Background: an optimization exercise with open tools, aiming at small area. Do not read the settings as production practice. The RTL was checked by simulation tests, not by an equivalence proof against the original design. Power is estimated from default activity; no workload was simulated.

Setup of build 49:
==> flow/design.v (excerpt) <==
module register_file #(
    parameter int DATA_W = regfile_pkg::DEF_DATA_W,
    parameter int ADDR_W = regfile_pkg::DEF_ADDR_W
) (
    input  logic              CLK,
    input  logic              RST_N,
    input  logic              LD,
    input  logic [ADDR_W-1:0] SA,
    input  logic [ADDR_W-1:0] SB,
    input  logic [ADDR_W-1:0] DR,
    input  logic [DATA_W-1:0] D_IN,
    output logic [DATA_W-1:0] DATA_A,
    output logic [DATA_W-1:0] DATA_B
);
    localparam int NREG = 2 ** ADDR_W;
    logic [NREG*DATA_W-1:0] regs;
    logic [NREG-1:0]        we;
    logic [NREG-1:0]        hold;
    logic [NREG-1:0]        valid;
    logic [NREG-1:0]        sel_a;
    logic [NREG-1:0]        sel_b;
    always_comb begin
        for (int i = 0; i < NREG; i++) begin
            we[i]    = LD && (DR == ADDR_W'(i));
            hold[i]  = !we[i];
            sel_a[i] = valid[i] && (SA == ADDR_W'(i));
            sel_b[i] = valid[i] && (SB == ADDR_W'(i));
        end
    end
    always_ff @(posedge CLK or negedge RST_N) begin
        if (!RST_N) begin
            valid <= '0;
        end else begin
            valid <= valid | we;
        end
    end
    genvar gi, gb;
    generate
        for (gi = 0; gi < NREG; gi++) begin : g_reg
            for (gb = 0; gb < DATA_W; gb++) begin : g_bit
                rf_bit u_bit (
                    .CLK (CLK),
                    .we  (we[gi]),
                    .hold(hold[gi]),
                    .d   (D_IN[gb]),
                    .q   (regs[gi*DATA_W + gb])
                );
            end
        end
    endgenerate
    regfile_read_port #(
        .DATA_W(DATA_W),
        .NREG  (NREG)
    ) u_port_a (
        .regs(regs),
        .sel (sel_a),
        .data(DATA_A)
    );
    regfile_read_port #(
        .DATA_W(DATA_W),
        .NREG  (NREG)
    ) u_port_b (
        .regs(regs),
        .sel (sel_b),
        .data(DATA_B)
    );
endmodule
export LEC_CHECK = 0
export CAP_MARGIN = 10
export CORE_MARGIN = 2
export CORE_UTILIZATION = 50
export SLEW_MARGIN = 10
export SYNTH_HIERARCHICAL = 1
create_clock -name core_clock -period 6.0 [get_ports {CLK}]
standard.sh (not shown) runs the stock make flow with config.mk's settings and CLKGATE_MAP_FILE= SYNTH_SCRIPT=/design/flow/synth_recipe.tcl, a recipe that flattens the netlist after the stock synthesis.
==> flow/flow/run.sh <==
#!/bin/bash
# Layout flow: the standard layout (standard.sh, unchanged synthesis) with two changes:
# the port buffers use the smallest buffer cell, and clock tree synthesis uses clkbuf_16 leaf
# buffers over clusters of at most 28 sinks within 85 um, with no dummy loads.
# make's full output goes to flow_make.log.
set -euo pipefail
bash standard.sh \
    "BUFFER_PORTS_ARGS=-buffer_cell sky130_fd_sc_hd__buf_1" \
    "CTS_ARGS=-sink_clustering_enable -repair_clock_nets -dont_use_dummy_load -buf_list {sky130_fd_sc_hd__clkbuf_16} -sink_clustering_size 28 -sink_clustering_max_diameter 85" \
    finish > flow_make.log 2>&1
The inputs of build 69 differ from those of build 49 as listed below.
# build 49
export LEC_CHECK = 0
export CAP_MARGIN = 10
export CORE_MARGIN = 2
export CORE_UTILIZATION = 50
export SLEW_MARGIN = 10
export SYNTH_HIERARCHICAL = 1
create_clock -name core_clock -period 6.0 [get_ports {CLK}]
# build 69
export LEC_CHECK = 0
export CAP_MARGIN = 5
export CORE_MARGIN = 2
export CORE_UTILIZATION = 50
export SLEW_MARGIN = 5
export SYNTH_HIERARCHICAL = 1
create_clock -name core_clock -period 6.0 [get_ports {CLK}]
==> comparison <==
- Build 49 -> build 69: wire length flat
- Between build 49 and build 69, the final instance area does not differ in any meaningful way.
- | build 69 | all stages done | FAIL | max-capacitance violations, max-slew violations |
- | final critical-path required period | lower: build 69 |
- Diff build 49 -> build 69: part of the total power dissipated in the clock network ~0 delta; via count of the first global-routing pass ~0 delta; cell count ~0 delta.

Setup of alpha:
Another version of the RTL of register_file (not shown whole).
For scale: about 3300 cells after synthesis, about 1100 flip-flops, ~110 I/O pins.
// register_file
module register_file #(
    parameter int DATA_W = regfile_pkg::DEF_DATA_W,
    parameter int ADDR_W = regfile_pkg::DEF_ADDR_W
) (
    input  logic              CLK,
    input  logic              RST_N,
    input  logic              LD,
    input  logic [ADDR_W-1:0] SA,
    input  logic [ADDR_W-1:0] SB,
    input  logic [ADDR_W-1:0] DR,
    input  logic [DATA_W-1:0] D_IN,
    output logic [DATA_W-1:0] DATA_A,
    output logic [DATA_W-1:0] DATA_B
);
    localparam int NREG = 2 ** ADDR_W;
    logic [NREG*DATA_W-1:0] regs;
    logic [NREG-1:0]        we;
    logic [NREG-1:0]        hold;
    logic [NREG-1:0]        valid;
    logic [NREG-1:0]        sel_a;
    logic [NREG-1:0]        sel_b;
    always_comb begin
        for (int i = 0; i < NREG; i++) begin
            we[i]    = LD && (DR == ADDR_W'(i));
            hold[i]  = !we[i];
            sel_a[i] = valid[i] && (SA == ADDR_W'(i));
            sel_b[i] = valid[i] && (SB == ADDR_W'(i));
        end
    end
    always_ff @(posedge CLK or negedge RST_N) begin
        if (!RST_N) begin
            valid <= '0;
        end else begin
            valid <= valid | we;
        end
    end
    genvar gi, gb;
    generate
        for (gi = 0; gi < NREG; gi++) begin : g_reg
            for (gb = 0; gb < DATA_W; gb++) begin : g_bit
                rf_bit u_bit (
                    .CLK (CLK),
                    .we  (we[gi]),
                    .hold(hold[gi]),
                    .d   (D_IN[gb]),
                    .q   (regs[gi*DATA_W + gb])
                );
            end
        end
    endgenerate
    regfile_read_port #(
        .DATA_W(DATA_W),
        .NREG  (NREG)
    ) u_port_a (
        .regs(regs),
        .sel (sel_a),
        .data(DATA_A)
    );
    regfile_read_port #(
        .DATA_W(DATA_W),
        .NREG  (NREG)
    ) u_port_b (
        .regs(regs),
        .sel (sel_b),
        .data(DATA_B)
    );
endmodule
Settings: LEC_CHECK=0, CAP_MARGIN=20, CORE_MARGIN=2, CORE_UTILIZATION=50, SLEW_MARGIN=20, SYNTH_HIERARCHICAL=1; clock period 6.0 ns.
run.sh (not shown) runs the stock make flow with config.mk's settings and CLKGATE_MAP_FILE= SYNTH_SCRIPT=/design/flow/synth_recipe.tcl, a recipe that flattens the netlist after the stock synthesis.
Stock flow here: none of the scripts above is used.
alpha: all stages done; final checks FAILED (negative setup slack).
Input changes introduced in beta (baseline for comparison: alpha):
==> flow/flow/run.sh (new file) <==
#!/bin/bash
# Layout flow: the standard layout (standard.sh, unchanged synthesis) with two changes:
# the port buffers use the smallest buffer cell, and clock tree synthesis uses clkbuf_16 leaf
# buffers over clusters of at most 24 sinks within 80 um, with no dummy loads.
# make's full output goes to flow_make.log.
set -euo pipefail
bash standard.sh \
    "BUFFER_PORTS_ARGS=-buffer_cell sky130_fd_sc_hd__buf_1" \
    "CTS_ARGS=-sink_clustering_enable -repair_clock_nets -dont_use_dummy_load -buf_list {sky130_fd_sc_hd__clkbuf_16} -sink_clustering_size 24 -sink_clustering_max_diameter 80" \
    finish > flow_make.log 2>&1
==> flow/standard.sh (new file) <==
#!/bin/bash
# synth_recipe.tcl (not shown) runs the flow's synth.tcl, then flattens the netlist and writes it again
# the make line also repeats each setting of config.mk as NAME=value (left out here)
make -C /OpenROAD-flow-scripts/flow DESIGN_CONFIG=/design/flow/config.mk WORK_HOME=/design/flow/orfs CLKGATE_MAP_FILE= SYNTH_SCRIPT=/design/flow/synth_recipe.tcl "${@:-finish}"
removed: flow/run.sh
### Flow results
- beta went all the way through synthesis, placement and routing and the layout is clean on timing, DRC and antenna.
- In beta, total setup violations reported at the end of the flow is lower than in alpha.
- Height of the die came out exactly the same in beta and alpha.
- Between beta and alpha, the portion of total power attributed to combinational logic is higher for beta.
- beta gives less clock buffer count in the final layout than alpha did.
- On sum of negative setup slack: beta sits above alpha.
- Share of final layout cell area taken by non-clock buffers (higher): alpha
- ~same sequential-cell power consumption in beta and alpha
- Against alpha as the reference, beta delivers a higher share of the final layout cell area in sequential cells.
- Compared with alpha, beta shows number of cells in the design after placement lower by 67.
- Cmp beta vs alpha: fmax higher in beta
Changes in gamma relative to beta:
Settings: changing SLEW_MARGIN from 20 to 5; changing CORE_UTILIZATION from 50 to 40; changing CAP_MARGIN from 20 to 5.
==> flow/flow/run.sh <==
#!/bin/bash
# Layout flow: the standard layout (standard.sh, unchanged synthesis) with these changes:
# the port buffers use the smallest buffer cell; clock tree synthesis uses clkbuf_8 leaf
# clusters of at most 18 sinks within 45 um and no dummy loads; and after global routing
# the resizer downsizes cells off the critical paths (RECOVER_POWER).
# make's full output goes to flow_make.log.
set -euo pipefail
bash standard.sh \
    "BUFFER_PORTS_ARGS=-buffer_cell sky130_fd_sc_hd__buf_1" \
    "CTS_ARGS=-sink_clustering_enable -repair_clock_nets -dont_use_dummy_load -buf_list {sky130_fd_sc_hd__clkbuf_8} -sink_clustering_size 18 -sink_clustering_max_diameter 45" \
    "RECOVER_POWER=100" \
    finish > flow_make.log 2>&1
### Flow results
In gamma the implementation ran to completion but is not tape-out ready, as the final checks report max-capacitance violations, max-slew violations. beta: no failed stages, no open violations at the end. Synthesized cell count came out exactly the same in beta and gamma. Diff beta and gamma: number of cells in the finished layout apart from fillers lower in beta. Taking beta as the reference point, the proportion of final cell area spent on non-clock buffers of gamma falls by 0.68 points. The sequential power was comparable across beta and gamma. Changes observed in gamma relative to beta: global-route usage decreased by 9.8 points relative to the old numbers; utilization lower; first-pass GRT wire length went down 1.2%; met1 capacity usage during global routing dropped 8.9 points.
#### Input delta (delta over gamma)
Settings: swapping 5 for 20 in CAP_MARGIN; swapping 5 for 20 in SLEW_MARGIN.
==> flow/flow/run.sh <==
#!/bin/bash
# Layout flow: the standard layout (standard.sh, unchanged synthesis) with these changes:
# the port buffers use the smallest buffer cell; clock tree synthesis uses clkbuf_8 leaf
# clusters of at most 16 sinks within 50 um and no dummy loads; and after global routing
# the resizer downsizes cells off the critical paths (RECOVER_POWER).
# make's full output goes to flow_make.log.
set -euo pipefail
bash standard.sh \
    "BUFFER_PORTS_ARGS=-buffer_cell sky130_fd_sc_hd__buf_1" \
    "CTS_ARGS=-sink_clustering_enable -repair_clock_nets -dont_use_dummy_load -buf_list {sky130_fd_sc_hd__clkbuf_8} -sink_clustering_size 16 -sink_clustering_max_diameter 50" \
    "RECOVER_POWER=100" \
    finish > flow_make.log 2>&1
### Flow results
Status delta: flow complete, layout not clean - max-capacitance violations, max-slew violations
gamma → delta: number of inserted filler cells in the final layout has increased, design area has remained practically unchanged.
[compare] base=gamma new=delta: slew at the pin closest to its max-slew limit down 0.31 ns, synthesis-to-finish area growth rose by 0.18 points, met1 capacity usage during global routing grew by 0.41 points, number of antenna diodes lower, detailed-route wire length on metal 1 neither gained nor lost much.
On global-route wire length before repair, delta tracks gamma almost exactly.
Delta (delta minus gamma): number of buffers inserted for hold repair after clock tree synthesis held steady; clock latency on the worst-skew pair saw little to no change; final-layout non-clock buffer area share up 0.40 points.

## separate check: timing with driven ports
Ports are ideal in the flow. The routed layouts listed here were re-timed in OpenROAD. Step 1: set_driving_cell puts a clkbuf_16 on CLK and a buf_2 on each other input, an assumption about the parent block. Step 2 times the ports against the registers' clock, not the clock port: input delays grow and output delays shrink by t, the midpoint of the rising clock arrivals with the driver on. a / b / c = ideal / step 1 / step 2; a / b = the first two.
run	t (ns)	slack for setup (ns)	hold slack, ns	clock arrival spread, ns	worst data-port slew with drivers (ns)
build 49	0.725	0.430 / 0.335 / 0.335	0.472 / 0.472 / 0.472	0.062 / 0.062	0.10
build 69	0.728	0.451 / 0.349 / 0.349	0.473 / 0.473 / 0.473	0.074 / 0.074	0.10
alpha	0.758	-0.027 / -0.064 / -0.064	0.466 / 0.466 / 0.466	0.025 / 0.026	0.12
beta	0.724	0.636 / 0.529 / 0.529	0.472 / 0.472 / 0.472	0.045 / 0.045	0.14
gamma	0.831	0.133 / 0.109 / 0.109	0.467 / 0.467 / 0.467	0.130 / 0.130	0.08
delta	0.811	0.287 / 0.263 / 0.146	0.465 / 0.465 / 0.465	0.137 / 0.137	0.08
For delta, which loses most, drivers alone change the setup slack by -0.024 ns; drivers and shift together by -0.141 ns.
